From an optimization exercise on the open Yosys and OpenROAD flow, aimed at small area and a short achievable clock period; shortcuts taken in it are not production practice.
Power figures rest on the tool's default switching activity, not on a simulated workload. The flow treats the clock pin as an ideal source, which a real chip does not have.

==> flow/design.v <==
package video_pkg;
   typedef enum logic [1:0] {
      mode_view,
      mode_source,
      mode_copy,
      mode_result
   } mode_t;
   typedef logic [7:0] pixel_t;
   typedef logic [$clog2(16 * 8)-1:0] vaddr_t;
   typedef logic [$clog2(64)-1:0] hcount_t;
   typedef logic [$clog2(30)-1:0] vcount_t;
endpackage
`timescale 1ns/1ps
module video_frame_top
(
   input  logic   clk,
   input  logic   arst_n,
   input  video_pkg::mode_t  mode,
   input  logic   cam_valid,
   input  logic   cam_frame_start,
   input  video_pkg::pixel_t cam_pixel,
   input  logic   copy_start,
   output logic   copy_done,
   output video_pkg::pixel_t vid_pixel,
   output logic   vid_hsync,
   output logic   vid_vsync,
   output logic   vid_blank
);
   logic [5:0] hcount;
   logic [4:0] vcount;
   logic       hblank, vblank, hsync, vsync, blank;
   logic       hwin, vwin;
   logic       next_hblank, next_vblank, next_hwin, next_vwin;
   logic       hreset, vreset;
   assign hreset = (hcount == 6'(64 - 1));
   assign vreset = hreset && (vcount == 5'(30 - 1));
   assign next_hblank = hreset ? 1'b0 : ((hcount == 6'(48 - 1)) ? 1'b1 : hblank);
   assign next_vblank = vreset ? 1'b0 :
                        ((hreset && vcount == 5'(24 - 1)) ? 1'b1 : vblank);
   assign next_hwin   = (hcount == 6'(8 - 1)) ? 1'b1 :
                        ((hcount == 6'(8 + 16 - 1)) ? 1'b0 : hwin);
   assign next_vwin   = (hreset && vcount == 5'(4 - 1)) ? 1'b1 :
                        ((hreset && vcount == 5'(4 + 8 - 1)) ? 1'b0 : vwin);
   video_pkg::mode_t mode_q;
   logic sel_data, sel_fill;
   always_ff @(posedge clk or negedge arst_n) begin
      if (!arst_n) begin
         hcount   <= '0;
         vcount   <= '0;
         hblank   <= 1'b0;
         vblank   <= 1'b0;
         hwin     <= 1'b0;
         vwin     <= 1'b0;
         hsync    <= 1'b1;
         vsync    <= 1'b1;
         blank    <= 1'b1;
         sel_data <= 1'b0;
         sel_fill <= 1'b0;
         mode_q   <= video_pkg::mode_view;
      end else begin
         hcount <= hreset ? '0 : hcount + 1'b1;
         if (hreset) begin
            vcount <= vreset ? '0 : vcount + 1'b1;
         end
         hblank <= next_hblank;
         vblank <= next_vblank;
         hwin   <= next_hwin;
         vwin   <= next_vwin;
         hsync  <= (hcount == 6'(52 - 1)) ? 1'b0 :
                   ((hcount == 6'(58 - 1)) ? 1'b1 : hsync);
         vsync  <= (hreset && vcount == 5'(26 - 1)) ? 1'b0 :
                   ((hreset && vcount == 5'(28 - 1)) ? 1'b1 : vsync);
         blank  <= next_vblank | next_hblank;
         sel_data <= next_hwin && next_vwin && mode_q[0];
         sel_fill <= !(next_vblank || next_hblank) && !(next_hwin && next_vwin);
         mode_q   <= mode;
      end
   end
   logic [6:0] wr_ptr;
   logic [6:0] this_addr;
   logic [3:0] wslot_idx;
   logic [3:0] phc;       
   logic [3:0] wps;       
   logic [2:0] wtagm;
   logic [7:0] wdat, wdat_n;
   logic [2:0] wtag;
   logic [3:0] wx;
   logic       wr0;       
   logic       wrw;       
   logic [15:0] wslot;
   logic [7:0] rd_q;
   logic       active;
   logic       cam_store;
   assign this_addr = cam_frame_start ? '0 : wr_ptr;
   assign cam_store = cam_valid && (mode == video_pkg::mode_view);
   assign wslot_idx = cam_frame_start ? phc : wps;
   always_ff @(posedge clk or negedge arst_n) begin
      if (!arst_n) begin
         phc    <= 4'd5;
         wps    <= 4'd5;
         wr_ptr <= '0;
         wr0    <= 1'b0;
         wrw    <= 1'b0;
      end else begin
         phc <= phc - 1'b1;
         if (cam_valid) begin
            wr_ptr <= this_addr + 1'b1;
            wps    <= cam_frame_start ? phc : wps;
         end else if (cam_frame_start) begin
            wr_ptr <= '0;
            wps    <= phc - 1'b1;
         end else begin
            wps    <= wps - 1'b1;
         end
         wr0 <= cam_store && (this_addr[6:4] == 3'd0);
         wrw <= cam_store && (this_addr[6:4] != 3'd0);
      end
   end
   always_ff @(posedge clk) begin
      wdat   <= active ? rd_q : cam_pixel;
      wdat_n <= active ? ~rd_q : ~cam_pixel;
      wtag   <= this_addr[6:4];
      wtagm  <= this_addr[6:4] - 1'b1;
      wx     <= this_addr[3:0];
      for (int s = 0; s < 16; s++) begin
         wslot[s] <= (wslot_idx == 4'(s));
      end
   end
   logic [8:0] cnt;
   logic [2:0] crow;
   logic [5:0] ck;
   logic       ld;     
   logic       last;
   logic [7:0] cdata;
   logic [3:0] bsel;
   logic       wwin;   
   logic [7:0] we1;
   assign crow = cnt[8:6];
   assign ck   = cnt[5:0];
   assign last = active && (cnt == {3'd7, 6'd58});
   always_ff @(posedge clk or negedge arst_n) begin
      if (!arst_n) begin
         active    <= 1'b0;
         cnt       <= '0;
         copy_done <= 1'b0;
      end else begin
         if (active) begin
            cnt <= cnt + 1'b1;
            if (last) active <= 1'b0;
         end else if (copy_start) begin
            active <= 1'b1;
            cnt    <= '0;
         end
         copy_done <= last;
      end
   end
   always_comb begin
      for (int r = 0; r < 8; r++) begin
         we1[r] = wwin && (crow == 3'(r));
      end
   end
   always_ff @(posedge clk or negedge arst_n) begin
      if (!arst_n) begin
         ld   <= 1'b0;
         wwin <= 1'b0;
      end else begin
         ld <= active && (ck >= 6'd25) && (ck <= 6'd40);
         wwin <= active && (ck >= 6'd42) && (ck <= 6'd57);
      end
   end
   logic [7:0] wh_d [16];
   logic [15:0] wh_v;
   logic [15:0] wh_in;
   logic [3:0] xl, xl_n;
   logic [2:0] rl, rl_n, rlm, rlm_n;
   logic [3:0] xc_n;
   logic [2:0] ctag_n;
   logic [7:1] ctag;
   always_comb begin
      for (int j = 0; j < 16; j++) begin
         wh_in[j] = (wrw && wslot[j]) || (j == 15 && ld);
      end
   end
   assign xl_n   = wrw ? wx : xl;
   assign rl_n   = wrw ? wtag : rl;
   assign rlm_n  = wrw ? wtagm : rlm;
   assign xc_n   = ~phc;   
   assign ctag_n = wrw ? ((xc_n <= wx) ? wtag : wtagm) : ((xc_n <= xl) ? rl : rlm);
   always_ff @(posedge clk or negedge arst_n) begin
      if (!arst_n) begin
         wh_v <= '0;
      end else begin
         for (int j = 0; j < 15; j++) begin
            wh_v[j] <= (wrw && wslot[j]) || wh_v[j+1];
         end
         wh_v[15] <= wrw && wslot[15];
      end
   end
   always_ff @(posedge clk) begin
      for (int j = 0; j < 16; j++) begin
         if (wh_in[j]) begin
            wh_d[j] <= (j % 2 == 1) ? ~wdat : ~wdat_n;
         end else begin
            wh_d[j] <= ~wh_d[(j + 1) % 16];
         end
      end
      xl  <= xl_n;
      rl  <= rl_n;
      rlm <= rlm_n;
      for (int r = 1; r < 8; r++) begin
         ctag[r] <= (ctag_n == 3'(r));
      end
      bsel  <= {phc[2:0] + 3'd1, 1'b0};   
      cdata <= wh_d[bsel];
   end
   logic [7:0] b0 [8][16];
   logic [7:0] b1 [8][16];
   always_ff @(posedge clk) begin
      for (int j = 0; j < 16; j++) begin
         if (wr0 && wslot[j]) begin
            b0[0][j] <= (j % 2 == 1) ? ~wdat : ~wdat_n;
         end else begin
            b0[0][j] <= ~b0[0][(j + 1) % 16];
         end
      end
      for (int r = 1; r < 8; r++) begin
         for (int j = 0; j < 15; j++) begin
            b0[r][j] <= b0[r][j+1];
         end
         b0[r][15] <= (wh_v[0] && ctag[r]) ? wh_d[0] : b0[r][0];
      end
      for (int r = 0; r < 8; r++) begin
         for (int j = 0; j < 15; j++) begin
            b1[r][j] <= b1[r][j+1];
         end
         b1[r][15] <= we1[r] ? cdata : b1[r][0];
      end
   end
   logic [2:0] rsel;
   logic       bsel1;
   always_ff @(posedge clk) begin
      rsel  <= active ? crow : (vcount[2:0] ^ 3'd4);
      bsel1 <= !active && (mode_q == video_pkg::mode_result);
      rd_q  <= bsel1 ? b1[rsel][0] : b0[rsel][0];
   end
   logic vid_hsync_n, vid_vsync_n, vid_blank_n;
   assign vid_hsync = ~vid_hsync_n;
   assign vid_vsync = ~vid_vsync_n;
   assign vid_blank = ~vid_blank_n;
   always_ff @(posedge clk or negedge arst_n) begin
      if (!arst_n) begin
         vid_pixel   <= '0;
         vid_hsync_n <= 1'b0;
         vid_vsync_n <= 1'b0;
         vid_blank_n <= 1'b0;
      end else begin
         vid_hsync_n <= ~hsync;
         vid_vsync_n <= ~vsync;
         vid_blank_n <= ~blank;
         vid_pixel <= sel_data ? rd_q : {sel_fill, 7'd0};
      end
   end
endmodule
export LEC_CHECK = 0
export CAP_MARGIN = 20
export CORE_MARGIN = 2
export CORE_UTILIZATION = 65
export CTS_CLUSTER_DIAMETER = 80
export CTS_CLUSTER_SIZE = 32
export PLACE_DENSITY = 0.75
export SETUP_SLACK_MARGIN = 1.8
export SLEW_MARGIN = 20
create_clock -name core_clock -period 3.5 [get_ports {clk}]
standard.sh (not shown) runs the stock make flow with config.mk's settings and CLKGATE_MAP_FILE= SYNTH_SCRIPT=/design/flow/synth_recipe.tcl, a recipe that flattens the netlist after the stock synthesis.
==> flow/flow/run.sh <==
#!/bin/bash
# Standard layout, with one extra step before detailed placement: each
# output port's register (and the inverter after it, if any) is moved next
# to the port's output buffer, so the register drives a short wire.
set -euo pipefail
here=$(pwd)
export PRE_DETAIL_PLACE_TCL="$here/flow/out_regs.tcl"
# CTS as configured in config.mk, without dummy loads
export CTS_ARGS="-sink_clustering_enable -repair_clock_nets -sink_clustering_size 32 -sink_clustering_max_diameter 80 -dont_use_dummy_load"
bash standard.sh > "$here/standard.log" 2>&1
==> flow/flow/out_regs.tcl <==
# Move the cells that drive each output buffer next to that buffer.
set block [ord::get_db_block]
proc out_driver { net } {
  foreach it [$net getITerms] {
    if {[$it isOutputSignal]} { return [$it getInst] }
  }
  return ""
}
set moved 0
foreach bt [$block getBTerms] {
  if {[$bt getIoType] ne "OUTPUT"} { continue }
  set net [$bt getNet]
  if {$net eq "NULL"} { continue }
  set buf [out_driver $net]
  if {$buf eq ""} { continue }
  set loc [$buf getLocation]
  set inst $buf
  for {set k 0} {$k < 3} {incr k} {
    set in_net ""
    foreach it [$inst getITerms] {
      if {[$it isInputSignal] && [$it getNet] ne "NULL"} { set in_net [$it getNet] }
    }
    if {$in_net eq ""} { break }
    if {[llength [$in_net getITerms]] != 2 || [llength [$in_net getBTerms]] != 0} { break }
    set d [out_driver $in_net]
    if {$d eq ""} { break }
    $d setLocation [lindex $loc 0] [lindex $loc 1]
    incr moved
    puts "out_regs: [$d getName] -> next to [$buf getName]"
    if {[[$d getMaster] isSequential]} { break }
    set inst $d
  }
}
puts "out_regs: moved $moved cells"
Rerun with:
Settings changed: SETUP_SLACK_MARGIN 1.8 to 1.6.
=>
- first-iteration DRC count decreases by 23%
- sequential power is about the same
- cell count decreases by 0.71%
- global-route usage decreases by 0.60 points
- synthesized cell count stays the same
- clock skew increases by 17 ps
Function was not checked in any run of this note: the RTL went through the layout flow alone.

==> static timing again, ports no longer ideal <==
How much do the figures lean on ideal ports? The routed layouts below were timed once more, with nothing changed but the port constraints. Step 1 sets driving cells, clkbuf_16 on the clock port and buf_2 on the other inputs (assumed; they add their load-dependent delay and slew). Step 2 moves the port delays by t, midway between the first and last clock arrival at a register: inputs arrive t later, outputs are due t later. That takes back most of the time a late clock gives input paths. Slacks: ideal ports / drivers / drivers and shift; pairs: ideal ports / drivers.
| run | t (ns) | setup slack, ns | worst setup path at the end | clock arrival spread, ns | pins driven straight from the clock port |
|---|---|---|---|---|---|
| the first run | 0.714 | 1.450 / 1.450 / 1.199 | input to register | 0.066 / 0.066 | 1 |
| the second run | 0.710 | 1.257 / 1.257 / 0.992 | input to register | 0.081 / 0.081 | 1 |
After both steps setup and hold are still met in every run listed. The setup slack of the second run, which loses most, moves by 0.000 ns with the drivers and by -0.265 ns with both steps.
